This is an optimization exercise on Yosys and OpenROAD, whose aim is small area, a short achievable clock period and few clock cycles, not a production implementation.
Only simulation tests tie the RTL to the original design; equivalence was not proved.
Power and IR drop assume default switching activity.

// encoder_hold_step_keyer
module encoder_hold_step_keyer #(
  parameter int unsigned SENSORS       = 2,
  parameter int unsigned LAYERS        = 8,
  parameter int unsigned ALLOW_ENTRIES = 2
) (
  input  logic                        clk_i,
  input  logic                        rst_ni,
  input  logic                        start,
  output logic                        busy,
  input  logic [74:0]                 req_i,
  output logic                        res_valid_o,
  output logic [7:0]                  res_o,
  input  logic                        cfg_we_i,
  input  logic [2:0]                  cfg_idx_i,
  input  logic [31:0]                 cfg_data_i
);
  localparam int N = 16;
  localparam logic [1:0] A_PRESS = 2'd0, A_REL = 2'd1, A_TAP = 2'd2;
  logic [15:0] tvm1_q;    
  logic [15:0] grp_q;
  logic        sticky_q, topreq_q, qrel_q;
  logic [1:0]  acount_q;
  logic [31:0] akey0_q, akey1_q;
  logic        grp_we;
  assign grp_we = cfg_we_i && (cfg_idx_i == 3'd1);
  always_ff @(posedge clk_i or negedge rst_ni) begin
    if (!rst_ni) begin
      tvm1_q   <= 16'd179;
      grp_q    <= 16'd5;
      sticky_q <= 1'b0;
      topreq_q <= 1'b1;
      qrel_q   <= 1'b0;
      acount_q <= 2'd0;
      akey0_q  <= '0;
      akey1_q  <= '0;
    end else if (cfg_we_i) begin
      case (cfg_idx_i)
        3'd0: tvm1_q   <= ((cfg_data_i[15:0] != 16'd0) ? cfg_data_i[15:0] : 16'd180) - 16'd1;
        3'd1: grp_q    <= cfg_data_i[15:0];
        3'd2: sticky_q <= cfg_data_i[0];
        3'd3: topreq_q <= cfg_data_i[0];
        3'd4: qrel_q   <= cfg_data_i[0];
        3'd5: acount_q <= cfg_data_i[1:0];
        3'd6: akey0_q  <= cfg_data_i;
        default: akey1_q <= cfg_data_i;
      endcase
    end
  end
  logic g_nz, g_is1, tv_one;
  assign g_nz   = (grp_q != 16'd0);
  assign g_is1  = (grp_q == 16'd1);
  assign tv_one = (tvm1_q == 16'd0);
  logic         busy_q, valid_q, stall_q;
  logic [7:0]   res_q;
  logic [3:0]   e_q;                   
  logic         q_rel, q_prs, q_dir;   
  logic [N-1:0] m_q;                   
  logic [2:0]   sc_q;                  
  logic [1:0]   pend_q [N];
  logic [N-1:0] held_q, hdir_q, x_q, tn_q, dirty_q, inc_q, z_q;
  logic [15:0]  sp_q [N];              
  logic [3:0]   ph_q;
  logic [15:0]  dl_q [N];              
  logic [15:0]  t_q;                   
  ...
Size: about 860 flip-flops, about 120 I/O pins.
export LEC_CHECK = 0
export ABC_CLOCK_PERIOD_IN_PS = 3000
export CAP_MARGIN = 20
export CORE_MARGIN = 2
export CORE_UTILIZATION = 40
export SETUP_SLACK_MARGIN = 2.8
export SLEW_MARGIN = 20
export TNS_END_PERCENT = 5
create_clock -name core_clock -period 6.0 [get_ports {clk_i}]
standard.sh (not shown) runs the stock make flow with config.mk's settings and CLKGATE_MAP_FILE= SYNTH_SCRIPT=/design/flow/synth_recipe.tcl, a recipe that flattens the netlist after the stock synthesis.
==> flow/flow/run.sh <==
#!/bin/bash
# The standard layout (standard.sh), with plain sky130_fd_sc_hd__buf_4 cells as
# the input and output port buffers instead of the delay-cell buffers that
# buffer_ports picks by default. Every port still gets its own buffer.
set -euo pipefail
bash standard.sh "BUFFER_PORTS_ARGS=-buffer_cell sky130_fd_sc_hd__buf_4" finish > make_finish.log 2>&1
The starting point finished with timing, DRC and antenna clean.
Testbench counts at the start, summed over its fixed seeds: cycles 13,660.
Next try:
==> flow/run.sh (new file) <==
#!/bin/bash
# synth_recipe.tcl (not shown) runs the flow's synth.tcl, then flattens the netlist and writes it again
# the make line also repeats each setting of config.mk as NAME=value (left out here)
make -C /OpenROAD-flow-scripts/flow DESIGN_CONFIG=/design/flow/config.mk WORK_HOME=/design/flow/orfs CLKGATE_MAP_FILE= SYNTH_SCRIPT=/design/flow/synth_recipe.tcl finish
ABC_CLOCK_PERIOD_IN_PS = default   (was 3000)
removed: flow/flow/run.sh
removed: flow/standard.sh
=> Synthesized cell count stays the same; sequential share of layout area went down by 1.4 points; non-clock buffer count went up by 41; clock skew barely changes; combinational power went up by about 1%.

---

encoder_hold_step_keyer, a different RTL version from the one above (not shown whole).
For scale: about 3700 cells after synthesis.
==> flow/config.mk <==
export PLATFORM = sky130hd
export DESIGN_NAME = encoder_hold_step_keyer
export DESIGN_NICKNAME = encoder_hold_step_keyer
export VERILOG_FILES = /design/flow/design.v
export SDC_FILE = /design/flow/constraint.sdc
export NUM_CORES = 4
export LEC_CHECK = 0
export CAP_MARGIN = 20
export CORE_MARGIN = 2
export CORE_UTILIZATION = 40
export CTS_BUF_LIST = sky130_fd_sc_hd__clkbuf_4 sky130_fd_sc_hd__clkbuf_8
export SETUP_SLACK_MARGIN = 3.2
export SLEW_MARGIN = 20
export TNS_END_PERCENT = 5
==> flow/constraint.sdc <==
create_clock -name core_clock -period 6.0 [get_ports {clk_i}]
set_input_delay 1.2000 -clock core_clock [delete_from_list [all_inputs] [get_ports {clk_i}]]
set_output_delay 1.2000 -clock core_clock [all_outputs]
set_load 0.01 [all_outputs]
==> flow/flow/run.sh <==
#!/bin/bash
# The standard layout (standard.sh), with plain sky130_fd_sc_hd__buf_4 cells as
# the input and output port buffers instead of the delay-cell buffers that
# buffer_ports picks by default. Every port still gets its own buffer.
set -euo pipefail
bash standard.sh "BUFFER_PORTS_ARGS=-buffer_cell sky130_fd_sc_hd__buf_4" finish > make_finish.log 2>&1
The first run completed with no timing, DRC or antenna violations.
Testbench counts at the start, summed over its fixed seeds: cycles 13,660.
Rerun with:
- ABC_CLOCK_PERIOD_IN_PS: not set -> 3000
- CORE_UTILIZATION: 40 -> 70
- CTS_BUF_LIST: sky130_fd_sc_hd__clkbuf_4 sky130_fd_sc_hd__clkbuf_8 -> sky130_fd_sc_hd__clkbuf_8
- PLACE_DENSITY: not set -> 0.75
Effect: Now the flow failed in global routing; area after synthesis stays the same; synthesized cell count does not change.
Rerun with:
- ABC_CLOCK_PERIOD_IN_PS: 3000 -> not set
- CORE_UTILIZATION: 70 -> 45
- PLACE_DENSITY: 0.75 -> not set
- SETUP_SLACK_MARGIN: 3.2 -> 3.4
- TNS_END_PERCENT: 5 -> 10
After rerunning: The new run went through all stages and came out clean; synthesized area does not change; synthesized cell count does not change.
Rerun with:
- CORE_UTILIZATION: 45 -> 40
- SETUP_SLACK_MARGIN: 3.4 -> 3.2
- TNS_END_PERCENT: 10 -> 30
After rerunning: The changed run went through all stages and came out clean; first-iteration DRC count shrinks by 18%; final area fell by 1.3%; hold slack is better by 3.6 ps; core utilization went down by 7.0 points; total power came out lower by 2.1%; via count fell by 0.61%; synthesized area is unchanged; die area goes up by 12%; register-to-register slack degrades by 150 ps.
Rerun with:
- ABC_CLOCK_PERIOD_IN_PS: not set -> 3000
- CTS_BUF_LIST: sky130_fd_sc_hd__clkbuf_8 -> not set
- SETUP_SLACK_MARGIN: 3.2 -> 3.0
- TNS_END_PERCENT: 30 -> 5
The new run produced a clean layout.
Via count fell by 3.5%.
Worst hold slack improves by 14 ps.
Fmax is lower by about 1.8%.
Design area shrinks by about 3%.
Worst setup slack degrades by 59 ps.
Clock-buffer cell count goes down by 44.
Core utilization falls by 1.6 points.
Sequential power barely changes.
Non-clock buffer count went down by 94.

---

Starting RTL as in the previous note.
export LEC_CHECK = 0
export CAP_MARGIN = 10
export CORE_MARGIN = 2
export CORE_UTILIZATION = 40
export CTS_BUF_LIST = sky130_fd_sc_hd__clkbuf_8
export SETUP_SLACK_MARGIN = 3.0
export SLEW_MARGIN = 10
export TNS_END_PERCENT = 5
create_clock -name core_clock -period 6.0 [get_ports {clk_i}]
Scripts as last shown in full above: flow/flow/run.sh
Testbench counts at the start, summed over its fixed seeds: cycles 13,660.
==> next run, changes <==
- ABC_CLOCK_PERIOD_IN_PS: default -> 3000
- CAP_MARGIN: 10 -> 20
- SETUP_SLACK_MARGIN: 3.0 -> 3.2
- SLEW_MARGIN: 10 -> 20
What happened: The new run produced a clean layout. Design area is higher by about 2.7%. Critical path depth is higher by 4. Routed wire length is higher by about 0.7%. Setup slack gets better by 64 ps.

## separate check: timing with driven ports
The flow's constraints put no driver on any port. The routed layouts listed below were extracted and timed again, unchanged, in two steps.
Step 1 (the two cells are an assumption about what drives the block):
set clk [get_ports {clk_i}]
set_driving_cell -lib_cell sky130_fd_sc_hd__clkbuf_16 $clk
set_driving_cell -lib_cell sky130_fd_sc_hd__buf_2 [delete_from_list [all_inputs] $clk]
Step 2 adds t to the input delays and takes it off the output delays; t is the mean of the earliest and latest rising clock arrival at the registers after step 1. Input paths then give back, and output paths get back, about the clock's delay inside the block.
Three values: ideal, step 1, step 2; two values: the first two.
run | t, ns | setup WS [ns] | hold slack, ns
the first run of note 1 | 0.742 | 2.581 / 2.613 / 1.875 | 0.310 / 0.310 / 0.310
the second run of note 1 | 0.742 | 2.469 / 2.469 / 1.793 | 0.316 / 0.316 / 0.316
the first run of note 2 | 0.892 | 2.809 / 2.809 / 1.960 | 0.308 / 0.308 / 0.308
the third run of note 2 | 0.897 | 2.925 / 2.948 / 2.051 | 0.304 / 0.304 / 0.304
the fourth run of note 2 | 0.873 | 2.851 / 2.851 / 2.119 | 0.308 / 0.308 / 0.308
the fifth run of note 2 | 0.748 | 2.792 / 2.792 / 2.119 | 0.322 / 0.322 / 0.322
the first run of note 3 | 0.895 | 2.828 / 2.828 / 1.980 | 0.296 / 0.296 / 0.296
the second run of note 3 | 0.899 | 2.892 / 2.892 / 2.065 | 0.306 / 0.306 / 0.306
After both steps setup and hold are still met in every run listed. The setup slack of the third run of note 2, which loses most, moves by +0.023 ns with the drivers and by -0.874 ns with both steps.
